Source: an optimization exercise on an open RTL-to-GDS flow (aim: small area). Production flows keep margins and buffers that such runs may drop.
The RTL was checked by simulation tests, not by an equivalence proof against the original design.

==> exp/juniper <==
==> flow/design.v <==
module wb_regfile #(
    parameter int NB_PC      = 32,
    parameter int DATA_WIDTH = 32,
    parameter int NB_ADDR    = 5
) (
    input  logic                  clk,
    input  logic                  i_rst,
    input  logic                  i_regWrite,
    input  logic                  i_memToReg,
    input  logic                  i_jump,
    input  logic [NB_PC-1:0]      i_pc_next,
    input  logic [DATA_WIDTH-1:0] i_data,
    input  logic [DATA_WIDTH-1:0] i_alu,
    input  logic [NB_ADDR-1:0]    i_rd_addr,
    input  logic [NB_ADDR-1:0]    i_rs1_addr,
    input  logic [NB_ADDR-1:0]    i_rs2_addr,
    output logic [DATA_WIDTH-1:0] o_rs1_data,
    output logic [DATA_WIDTH-1:0] o_rs2_data,
    output logic [DATA_WIDTH-1:0] o_wb_data,
    input  logic                  i_dump_start,
    input  logic                  i_dump_ready,
    output logic                  o_dump_valid,
    output logic [NB_ADDR-1:0]    o_dump_addr,
    output logic [DATA_WIDTH-1:0] o_dump_data,
    output logic                  o_dump_done,
    output logic                  o_dump_busy
);
    localparam int W = DATA_WIDTH;
    logic [W-1:0] wb_n, wbr;
    logic sel_pc, sel_ld, sel_alu;
    assign sel_pc  = i_jump;
    assign sel_ld  = ~i_jump & i_memToReg;
    assign sel_alu = ~i_jump & ~i_memToReg;
    for (genvar b = 0; b < W; b++) begin : g_wb
        wbrf_ao222n u_mx (.a(i_pc_next[b]), .sa(sel_pc), .b(i_data[b]), .sb(sel_ld),
                          .c(i_alu[b]), .sc(sel_alu), .y(wb_n[b]));
        wbrf_inv    u_o  (.a(wb_n[b]), .y(o_wb_data[b]));
        wbrf_nor2   u_r  (.a(wb_n[b]), .b(i_rst), .y(wbr[b]));
    end
    logic        wr_en;
    logic [31:0] we, we_n;
    assign wr_en = i_regWrite & (i_rd_addr != '0);
    always_comb begin
        for (int i = 0; i < 32; i++) begin
            we[i]   = (wr_en & (i_rd_addr == 5'(i))) | i_rst;
            we_n[i] = ~we[i];
        end
    end
    logic [31:0][W-1:0] rq;    
    logic [31:0][W-1:0] rd;    
    assign rq[0] = '0;
    assign rd[0] = '0;
    for (genvar i = 1; i < 32; i++) begin : g_reg
        logic [W-1:0] q;
        for (genvar b = 0; b < W; b++) begin : g_bit
            wbrf_ao22 u_d (.a(wbr[b]), .sa(we[i]), .b(q[b]), .sb(we_n[i]), .y(rd[i][b]));
        end
        always_ff @(posedge clk) q <= rd[i];
        assign rq[i] = q;
    end
    logic [31:0] s1, s2;
    always_comb begin
        for (int i = 0; i < 32; i++) begin
            s1[i] = (i_rs1_addr == 5'(i));
            s2[i] = (i_rs2_addr == 5'(i));
        end
    end
    wbrf_rdport u_rs1 (.sel(s1), .rq(rq), .y(o_rs1_data));
    wbrf_rdport u_rs2 (.sel(s2), .rq(rq), .y(o_rs2_data));
    logic         st_valid, st_done;
    logic [4:0]   idx_q;
    logic [W-1:0] data_q, data_d;
    logic         cap, clr, hold;
    assign cap  = ~i_rst & st_valid & i_dump_ready & (idx_q != 5'd31);
    assign clr  = i_rst | (~st_valid & ~st_done & i_dump_start);
    assign hold = ~cap & ~clr;
    logic [31:0] sd;
    always_comb begin
        sd[0] = hold;
        for (int i = 1; i < 32; i++) sd[i] = cap & (idx_q == 5'(i - 1));
    end
    logic [31:0][W-1:0] dsrc;
    assign dsrc[0] = data_q;
    for (genvar i = 1; i < 32; i++) begin : g_dsrc
        assign dsrc[i] = rd[i];
    end
    wbrf_rdport32 u_dump (.sel(sd), .rq(dsrc), .y(data_d));
    always_ff @(posedge clk) begin
        data_q <= data_d;
        if (i_rst) begin
            st_valid <= 1'b0;
            st_done  <= 1'b0;
            idx_q    <= '0;
        end else begin
            st_done <= st_valid & i_dump_ready & (idx_q == 5'd31);
            if (st_valid) begin
                if (i_dump_ready) begin
                    if (idx_q == 5'd31) st_valid <= 1'b0;
                    else idx_q <= idx_q + 5'd1;
                end
            end else if (~st_done & i_dump_start) begin
                st_valid <= 1'b1;
                idx_q    <= '0;
            end
        end
    end
    assign o_dump_valid = st_valid;
    assign o_dump_done  = st_done;
    assign o_dump_busy  = st_valid | st_done;
    assign o_dump_addr  = idx_q;
    assign o_dump_data  = data_q;
endmodule
module wbrf_rdport (
    input  logic [31:0] sel,
    input  logic [31:0][31:0] rq,
    output logic [31:0] y
);
    for (genvar b = 0; b < 32; b++) begin : g_b
        logic [10:0] t;
        for (genvar k = 0; k < 10; k++) begin : g_t
            wbrf_ao222n u (.a(rq[3*k+1][b]), .sa(sel[3*k+1]), .b(rq[3*k+2][b]), .sb(sel[3*k+2]),
                           .c(rq[3*k+3][b]), .sc(sel[3*k+3]), .y(t[k]));
        end
        wbrf_nand2 u_l (.a(rq[31][b]), .b(sel[31]), .y(t[10]));
        wbrf_or11n u_o (.t(t), .y(y[b]));
    end
endmodule
module wbrf_rdport32 (
    input  logic [31:0] sel,
    input  logic [31:0][31:0] rq,
    output logic [31:0] y
);
    for (genvar b = 0; b < 32; b++) begin : g_b
        logic [11:0] t;
        for (genvar k = 0; k < 10; k++) begin : g_t
            wbrf_ao222n u (.a(rq[3*k][b]), .sa(sel[3*k]), .b(rq[3*k+1][b]), .sb(sel[3*k+1]),
                           .c(rq[3*k+2][b]), .sc(sel[3*k+2]), .y(t[k]));
        end
        wbrf_nand2 u_l0 (.a(rq[30][b]), .b(sel[30]), .y(t[10]));
        wbrf_nand2 u_l1 (.a(rq[31][b]), .b(sel[31]), .y(t[11]));
        wbrf_or12n u_o (.t(t), .y(y[b]));
    end
endmodule
module wbrf_or12n (input logic [11:0] t, output logic y);
    logic n0, n1, n2;
    wbrf_nand4 u0 (.a(t[0]), .b(t[1]), .c(t[2]), .d(t[3]), .y(n0));
    wbrf_nand4 u1 (.a(t[4]), .b(t[5]), .c(t[6]), .d(t[7]), .y(n1));
    wbrf_nand4 u2 (.a(t[8]), .b(t[9]), .c(t[10]), .d(t[11]), .y(n2));
    wbrf_or3   u3 (.a(n0), .b(n1), .c(n2), .y(y));
endmodule
module wbrf_or11n (input logic [10:0] t, output logic y);
    logic n0, n1, n2;
    wbrf_nand4 u0 (.a(t[0]), .b(t[1]), .c(t[2]), .d(t[3]), .y(n0));
    wbrf_nand4 u1 (.a(t[4]), .b(t[5]), .c(t[6]), .d(t[7]), .y(n1));
    wbrf_nand3 u2 (.a(t[8]), .b(t[9]), .c(t[10]), .y(n2));
    wbrf_or3   u3 (.a(n0), .b(n1), .c(n2), .y(y));
endmodule
module wbrf_ao222n (input logic a, sa, b, sb, c, sc, output logic y);
    assign y = ~((a & sa) | (b & sb) | (c & sc));
endmodule
module wbrf_ao22 (input logic a, sa, b, sb, output logic y);
    assign y = (a & sa) | (b & sb);
endmodule
module wbrf_nand2 (input logic a, b, output logic y);
    assign y = ~(a & b);
endmodule
module wbrf_nand3 (input logic a, b, c, output logic y);
    assign y = ~(a & b & c);
endmodule
module wbrf_nand4 (input logic a, b, c, d, output logic y);
    assign y = ~(a & b & c & d);
endmodule
module wbrf_or3 (input logic a, b, c, output logic y);
    assign y = a | b | c;
endmodule
module wbrf_nor2 (input logic a, b, output logic y);
    assign y = ~(a | b);
endmodule
module wbrf_inv (input logic a, output logic y);
    assign y = ~a;
endmodule
==> flow/flow/run.sh <==
#!/bin/bash
# The standard layout with two changes of how it is made:
#  - plain buf_1 cells as the port buffers (every input and output port still gets
#    its own buffer) instead of the default delay-buffer cell;
#  - clock tree synthesis without dummy loads, with larger sink clusters.
set -euo pipefail
export BUFFER_PORTS_ARGS="-buffer_cell sky130_fd_sc_hd__buf_1"
export CTS_ARGS="-sink_clustering_enable -repair_clock_nets -dont_use_dummy_load -sink_clustering_size 18 -sink_clustering_max_diameter 50 -buf_list {sky130_fd_sc_hd__clkbuf_4 sky130_fd_sc_hd__clkbuf_8}"
bash standard.sh > standard.log 2>&1
==> flow/standard.sh <==
#!/bin/bash
# synth_recipe.tcl (not shown) runs the flow's synth.tcl, then flattens the netlist and writes it again
# the make line also repeats each setting of config.mk as NAME=value (left out here)
make -C /OpenROAD-flow-scripts/flow DESIGN_CONFIG=/design/flow/config.mk WORK_HOME=/design/flow/orfs CLKGATE_MAP_FILE= SYNTH_SCRIPT=/design/flow/synth_recipe.tcl "${@:-finish}"
==> flow/config.mk <==
export PLATFORM = sky130hd
export DESIGN_NAME = wb_regfile
export DESIGN_NICKNAME = wb_regfile
export VERILOG_FILES = /design/flow/design.v
export SDC_FILE = /design/flow/constraint.sdc
export NUM_CORES = 4
export LEC_CHECK = 0
export CAP_MARGIN = 10
export CORE_MARGIN = 2
export CORE_UTILIZATION = 45
export PLACE_DENSITY = 0.52
export SLEW_MARGIN = 10
export SYNTH_HIERARCHICAL = 1
==> flow/constraint.sdc <==
create_clock -name core_clock -period 6.0 [get_ports {clk}]
set_input_delay 1.2000 -clock core_clock [delete_from_list [all_inputs] [get_ports {clk}]]
set_output_delay 1.2000 -clock core_clock [all_outputs]
set_load 0.01 [all_outputs]
==> exp/pepper: changes against exp/juniper <==
--- a/flow/design.v
+++ b/flow/design.v
@@ -133,3 +133,3 @@
     for (genvar b = 0; b < 32; b++) begin : g_b
-        logic [11:0] t;
+        logic [10:0] t;
         for (genvar k = 0; k < 10; k++) begin : g_t
@@ -138,13 +138,5 @@
         end
-        wbrf_nand2 u_l0 (.a(rq[30][b]), .b(sel[30]), .y(t[10]));
-        wbrf_nand2 u_l1 (.a(rq[31][b]), .b(sel[31]), .y(t[11]));
-        wbrf_or12n u_o (.t(t), .y(y[b]));
+        wbrf_ao22n u_l (.a(rq[30][b]), .sa(sel[30]), .b(rq[31][b]), .sb(sel[31]), .y(t[10]));
+        wbrf_or11n u_o (.t(t), .y(y[b]));
     end
-endmodule
-module wbrf_or12n (input logic [11:0] t, output logic y);
-    logic n0, n1, n2;
-    wbrf_nand4 u0 (.a(t[0]), .b(t[1]), .c(t[2]), .d(t[3]), .y(n0));
-    wbrf_nand4 u1 (.a(t[4]), .b(t[5]), .c(t[6]), .d(t[7]), .y(n1));
-    wbrf_nand4 u2 (.a(t[8]), .b(t[9]), .c(t[10]), .d(t[11]), .y(n2));
-    wbrf_or3   u3 (.a(n0), .b(n1), .c(n2), .y(y));
 endmodule
@@ -159,2 +151,5 @@
     assign y = ~((a & sa) | (b & sb) | (c & sc));
+endmodule
+module wbrf_ao22n (input logic a, sa, b, sb, output logic y);
+    assign y = ~((a & sa) | (b & sb));
 endmodule
--- a/flow/config.mk
+++ b/flow/config.mk
@@ -7,7 +7,7 @@
 export LEC_CHECK = 0
-export CAP_MARGIN = 10
+export CAP_MARGIN = 20
 export CORE_MARGIN = 2
-export CORE_UTILIZATION = 45
-export PLACE_DENSITY = 0.52
-export SLEW_MARGIN = 10
+export CORE_UTILIZATION = 35
+export PLACE_DENSITY = 0.42
+export SLEW_MARGIN = 20
 export SYNTH_HIERARCHICAL = 1
==> exp/amber: changes against exp/juniper <==
--- a/flow/config.mk
+++ b/flow/config.mk
@@ -9,4 +9,4 @@
 export CORE_MARGIN = 2
-export CORE_UTILIZATION = 45
-export PLACE_DENSITY = 0.52
+export CORE_UTILIZATION = 40
+export PLACE_DENSITY = 0.48
 export SLEW_MARGIN = 10
==> flow_summary.json <==
{
  "p_clk_mw": 4.32,
  "final_area_um2": 50900,
  "clkPwrFrac_pct": 29.4,
  "status": "timing/DRC/antenna clean",
  "dr.first_iter.drc_count": 15700,
  "track_usage_pct": 50.7
}
-- figures above: exp/juniper

==> flow_summary.json <==
{
  "status": "timing/DRC/antenna clean",
  "p_clk_mw": 4.79,
  "track_usage_pct": 43.0,
  "final_area_um2": 52800,
  "clkPwrFrac_pct": 31.3
}
-- figures above: exp/pepper

==> flow_summary.json <==
{
  "clkPwrFrac_pct": 31.0,
  "dr.first_iter.drc_count": 14000,
  "p_clk_mw": 4.67,
  "track_usage_pct": 46.2,
  "status": "timing/DRC/antenna clean"
}
-- figures above: exp/amber

what the ideal ports hide:
No port has a modelled driver above. Below, the same layouts with a new extraction and two added sets of constraints.
Step 1 (the two cells are an assumption about what drives the block):
set clk [get_ports {clk}]
set_driving_cell -lib_cell sky130_fd_sc_hd__clkbuf_16 $clk
set_driving_cell -lib_cell sky130_fd_sc_hd__buf_2 [delete_from_list [all_inputs] $clk]
Step 2 adds t to the input delays and takes it off the output delays; t is the mean of the earliest and latest rising clock arrival at the registers after step 1. Input paths then give back, and output paths get back, about the clock's delay inside the block.
a / b / c = ideal / step 1 / step 2; a / b = the first two.
run	t, ns	setup WS [ns]	cell pins on the clock port's net
exp/juniper	0.879	0.286 / 0.245 / 0.245	1
exp/pepper	0.976	0.408 / 0.383 / 0.383	1
exp/amber	0.923	0.312 / 0.280 / 0.280	1
After both steps every run listed still meets setup and hold. The setup slack of exp/juniper, which loses most, moves by -0.041 ns with the drivers and by -0.041 ns with both steps.
